Source: an optimization exercise on an open RTL-to-GDS flow (aim: small area and a short achievable clock period). Production flows keep margins and buffers that such runs may drop. Only simulation tests tie the RTL to the original design; equivalence was not proved.

## run 1
==> flow/design.v (excerpt) <==
module slave_clock_hand_positioner (
	input  logic        clk,
	input  logic        arst_n,
	input  logic        s_axis_tvalid,
	output logic        s_axis_tready,
	input  logic [23:0] s_axis_tdata,
	input  logic [2:0]  s_axis_tuser,
	output logic        m_axis_tvalid,
	input  logic        m_axis_tready,
	output logic [31:0] m_axis_tdata,
	input  logic        cfg_valid,
	output logic        cfg_ready,
	input  logic [1:0]  cfg_index,
	input  logic [15:0] cfg_data
);
	logic        motor_block;
	logic [17:0] k1;
	logic [19:0] k3;
	logic [25:0] res;
	logic        out_valid_q;
	logic        in_accept;
	assign cfg_ready = 1'b1;
	schp_cfg_regs u_cfg (
		.clk            (clk),
		.arst_n         (arst_n),
		.wr_en          (cfg_valid),
		.wr_index       (cfg_index),
		.wr_data        (cfg_data),
		.motor_block    (motor_block),
		.k1             (k1),
		.k3             (k3)
	);
	assign s_axis_tready = !out_valid_q || m_axis_tready;
	assign in_accept     = s_axis_tvalid && s_axis_tready;
	schp_core u_core (
		.clk            (clk),
		.arst_n         (arst_n),
		.accept         (in_accept),
		.op             (s_axis_tuser),
		.target_hours   (s_axis_tdata[3:0]),
		.target_minutes (s_axis_tdata[9:4]),
		.rtc_hours      (s_axis_tdata[14:10]),
		.rtc_minutes    (s_axis_tdata[20:15]),
		.motor_block    (motor_block),
		.k1             (k1),
		.k3             (k3),
		.res            (res)
	);
	always_ff @(posedge clk or negedge arst_n) begin
		if (!arst_n)
			out_valid_q <= 1'b0;
		else if (s_axis_tready)
			out_valid_q <= s_axis_tvalid;
	end
	assign m_axis_tvalid = out_valid_q;
	assign m_axis_tdata  = {6'd0, res};
endmodule
==> flow/config.mk <==
export PLATFORM = sky130hd
export DESIGN_NAME = slave_clock_hand_positioner
export DESIGN_NICKNAME = slave_clock_hand_positioner
export VERILOG_FILES = /design/flow/design.v
export SDC_FILE = /design/flow/constraint.sdc
export NUM_CORES = 4
export LEC_CHECK = 0
export ABC_AREA = 1
export CAP_MARGIN = 20
export CORE_MARGIN = 2
export CORE_UTILIZATION = 55
export CTS_BUF_LIST = sky130_fd_sc_hd__clkbuf_8
export CTS_CLUSTER_DIAMETER = 80
export CTS_CLUSTER_SIZE = 40
export PLACE_DENSITY = 0.75
export SLEW_MARGIN = 20
==> flow/constraint.sdc <==
create_clock -name core_clock -period 18.0 [get_ports {clk}]
set_input_delay 3.6000 -clock core_clock [delete_from_list [all_inputs] [get_ports {clk}]]
set_output_delay 3.6000 -clock core_clock [all_outputs]
set_load 0.01 [all_outputs]
standard.sh (not shown) runs the stock make flow with config.mk's settings and CLKGATE_MAP_FILE= SYNTH_SCRIPT=/design/flow/synth_recipe.tcl, a recipe that flattens the netlist after the stock synthesis.
==> flow/flow/run.sh <==
#!/bin/bash
# Standard layout, with port buffers of a faster cell and timing repair aiming for extra
# setup slack at the design's clock.
set -euo pipefail
export SETUP_SLACK_MARGIN=9.5
export BUFFER_PORTS_ARGS="-buffer_cell sky130_fd_sc_hd__buf_1"
bash standard.sh > standard.log 2>&1
Run 1 | stages: all done | timing, DRC, antenna: all pass
Modified inputs, run 2 compared to run 1
--- a/flow/flow/run.sh
+++ b/flow/flow/run.sh
@@ -4,4 +4,4 @@
 set -euo pipefail
 export SETUP_SLACK_MARGIN=9.5
-export BUFFER_PORTS_ARGS="-buffer_cell sky130_fd_sc_hd__buf_1"
+export BUFFER_PORTS_ARGS="-buffer_cell sky130_fd_sc_hd__buf_2"
 bash standard.sh > standard.log 2>&1
--- a/flow/config.mk
+++ b/flow/config.mk
@@ -9,8 +9,4 @@
 export CAP_MARGIN = 20
 export CORE_MARGIN = 2
-export CORE_UTILIZATION = 55
-export CTS_BUF_LIST = sky130_fd_sc_hd__clkbuf_8
-export CTS_CLUSTER_DIAMETER = 80
-export CTS_CLUSTER_SIZE = 40
-export PLACE_DENSITY = 0.75
+export CORE_UTILIZATION = 40
 export SLEW_MARGIN = 20
Notes after the runs:
Run 2 has completed all stages; timing, DRC and antenna checks passed. Cmp run 1 and run 2 / share of final layout cell area taken by non-clock buffers / lower: run 1. Global-route wire length before repair in run 2 vs run 1: up 0.33%. Last element of the critical path = m_axis_tdata[18]: run 2; last element of the critical path = m_axis_tdata[22]: run 1. Clock skew: higher on run 1. Synthesis-to-layout area growth, run 1 and run 2: lower on run 1.
Modified inputs, run 3 compared to run 2
--- a/flow/config.mk
+++ b/flow/config.mk
@@ -9,4 +9,8 @@
 export CAP_MARGIN = 20
 export CORE_MARGIN = 2
-export CORE_UTILIZATION = 40
+export CORE_UTILIZATION = 55
+export CTS_BUF_LIST = sky130_fd_sc_hd__clkbuf_8
+export CTS_CLUSTER_DIAMETER = 80
+export CTS_CLUSTER_SIZE = 40
+export PLACE_DENSITY = 0.75
 export SLEW_MARGIN = 20
--- outcome ---
Diff run 2 -> run 3: final standard cell utilization of the core +15 points; portion of the clock cycle consumed by the worst path in the final layout ~0 delta; met1 demand-to-capacity share in global routing increased by 6.6 points relative to the old numbers.
Reported for run 2 and run 3, sequential cell count turned out identical to the last digit.
~same area after synthesis in run 2 and run 3
Taking run 2 as the reference, in run 3 average instance area after synthesis flat; routed wire length on met2 rose 2.1%; worst setup slack lower.
diff inputs: run 3 => run 4
--- a/flow/flow/run.sh
+++ b/flow/flow/run.sh
@@ -4,4 +4,4 @@
 set -euo pipefail
 export SETUP_SLACK_MARGIN=9.5
-export BUFFER_PORTS_ARGS="-buffer_cell sky130_fd_sc_hd__buf_2"
+export BUFFER_PORTS_ARGS="-buffer_cell sky130_fd_sc_hd__buf_1"
 bash standard.sh > standard.log 2>&1
--- a/flow/config.mk
+++ b/flow/config.mk
@@ -7,10 +7,7 @@
 export LEC_CHECK = 0
 export ABC_AREA = 1
-export CAP_MARGIN = 20
+export CAP_MARGIN = 0
 export CORE_MARGIN = 2
 export CORE_UTILIZATION = 55
-export CTS_BUF_LIST = sky130_fd_sc_hd__clkbuf_8
-export CTS_CLUSTER_DIAMETER = 80
-export CTS_CLUSTER_SIZE = 40
 export PLACE_DENSITY = 0.75
-export SLEW_MARGIN = 20
+export SLEW_MARGIN = 0
Setup slack in run 4 is larger than in run 3. Number of synthesized flops with an enable pin: run 4 vs run 3 — no meaningful difference. Compared with run 3, in run 4 first-pass GRT wire length up 150 µm, layout net count down 0.54%, synthesized area flat. Against run 3, run 4 reports a layout overhead on the synthesized area that is lower. Compared with run 3, run 4 shows a lower hold slack.
Here is what was changed in the inputs of run 5 compared with run 4.
--- a/flow/flow/run.sh
+++ b/flow/flow/run.sh
@@ -4,4 +4,4 @@
 set -euo pipefail
 export SETUP_SLACK_MARGIN=9.5
-export BUFFER_PORTS_ARGS="-buffer_cell sky130_fd_sc_hd__buf_1"
+export BUFFER_PORTS_ARGS="-buffer_cell sky130_fd_sc_hd__buf_2"
 bash standard.sh > standard.log 2>&1
--- a/flow/config.mk
+++ b/flow/config.mk
@@ -7,7 +7,7 @@
 export LEC_CHECK = 0
 export ABC_AREA = 1
-export CAP_MARGIN = 0
+export CAP_MARGIN = 20
 export CORE_MARGIN = 2
-export CORE_UTILIZATION = 55
-export PLACE_DENSITY = 0.75
-export SLEW_MARGIN = 0
+export CORE_UTILIZATION = 70
+export PLACE_DENSITY = 0.88
+export SLEW_MARGIN = 20
Findings:
- For run 4, the last element of the critical path was m_axis_tdata[22], unlike run 5, where it was m_axis_tdata[24].
- After detailed routing, run 4 needs less wire than run 5.
- In the flow results for run 5 and run 4, the standard cell core area is smaller on run 5.
- [compare] base=run 4 new=run 5: effective utilization at floorplan now sits higher; setup slack fell by 46 ps.
### run 5 -> run 6
--- a/flow/flow/run.sh
+++ b/flow/flow/run.sh
@@ -3,5 +3,5 @@
 # setup slack at the design's clock.
 set -euo pipefail
-export SETUP_SLACK_MARGIN=9.5
+export SETUP_SLACK_MARGIN=10
 export BUFFER_PORTS_ARGS="-buffer_cell sky130_fd_sc_hd__buf_2"
 bash standard.sh > standard.log 2>&1
--- a/flow/config.mk
+++ b/flow/config.mk
@@ -9,5 +9,4 @@
 export CAP_MARGIN = 20
 export CORE_MARGIN = 2
-export CORE_UTILIZATION = 70
-export PLACE_DENSITY = 0.88
+export CORE_UTILIZATION = 40
 export SLEW_MARGIN = 20
Results
Run 6 has logic depth of the worst path, buffers included above what run 5 had. Changes observed in run 6 relative to run 5: maximum clock rate went up.

port drivers added, routing unchanged:
No port has a modelled driver above. Below, the same layouts with a new extraction and two added sets of constraints.
Step 1 (the two cells are an assumption about what drives the block):
set clk [get_ports {clk}]
set_driving_cell -lib_cell sky130_fd_sc_hd__clkbuf_16 $clk
set_driving_cell -lib_cell sky130_fd_sc_hd__buf_2 [delete_from_list [all_inputs] $clk]
Step 2 adds t to the input delays and takes it off the output delays; t is the mean of the earliest and latest rising clock arrival at the registers after step 1. Input paths then give back, and output paths get back, about the clock's delay inside the block.
Three values: no drivers, after step 1, after step 2; two values: the first two.
run | t (ns) | setup slack, ns | worst setup path at the end
run 1 | 0.397 | 9.634 / 9.597 / 9.994 | register to output
run 2 | 0.378 | 9.708 / 9.668 / 10.046 | register to output
run 3 | 0.398 | 9.688 / 9.653 / 10.051 | register to output
run 4 | 0.382 | 9.700 / 9.658 / 10.040 | register to output
run 5 | 0.397 | 9.654 / 9.611 / 10.007 | register to output
run 6 | 0.386 | 9.993 / 9.947 / 10.332 | register to output
After both steps every run listed still meets setup and hold.
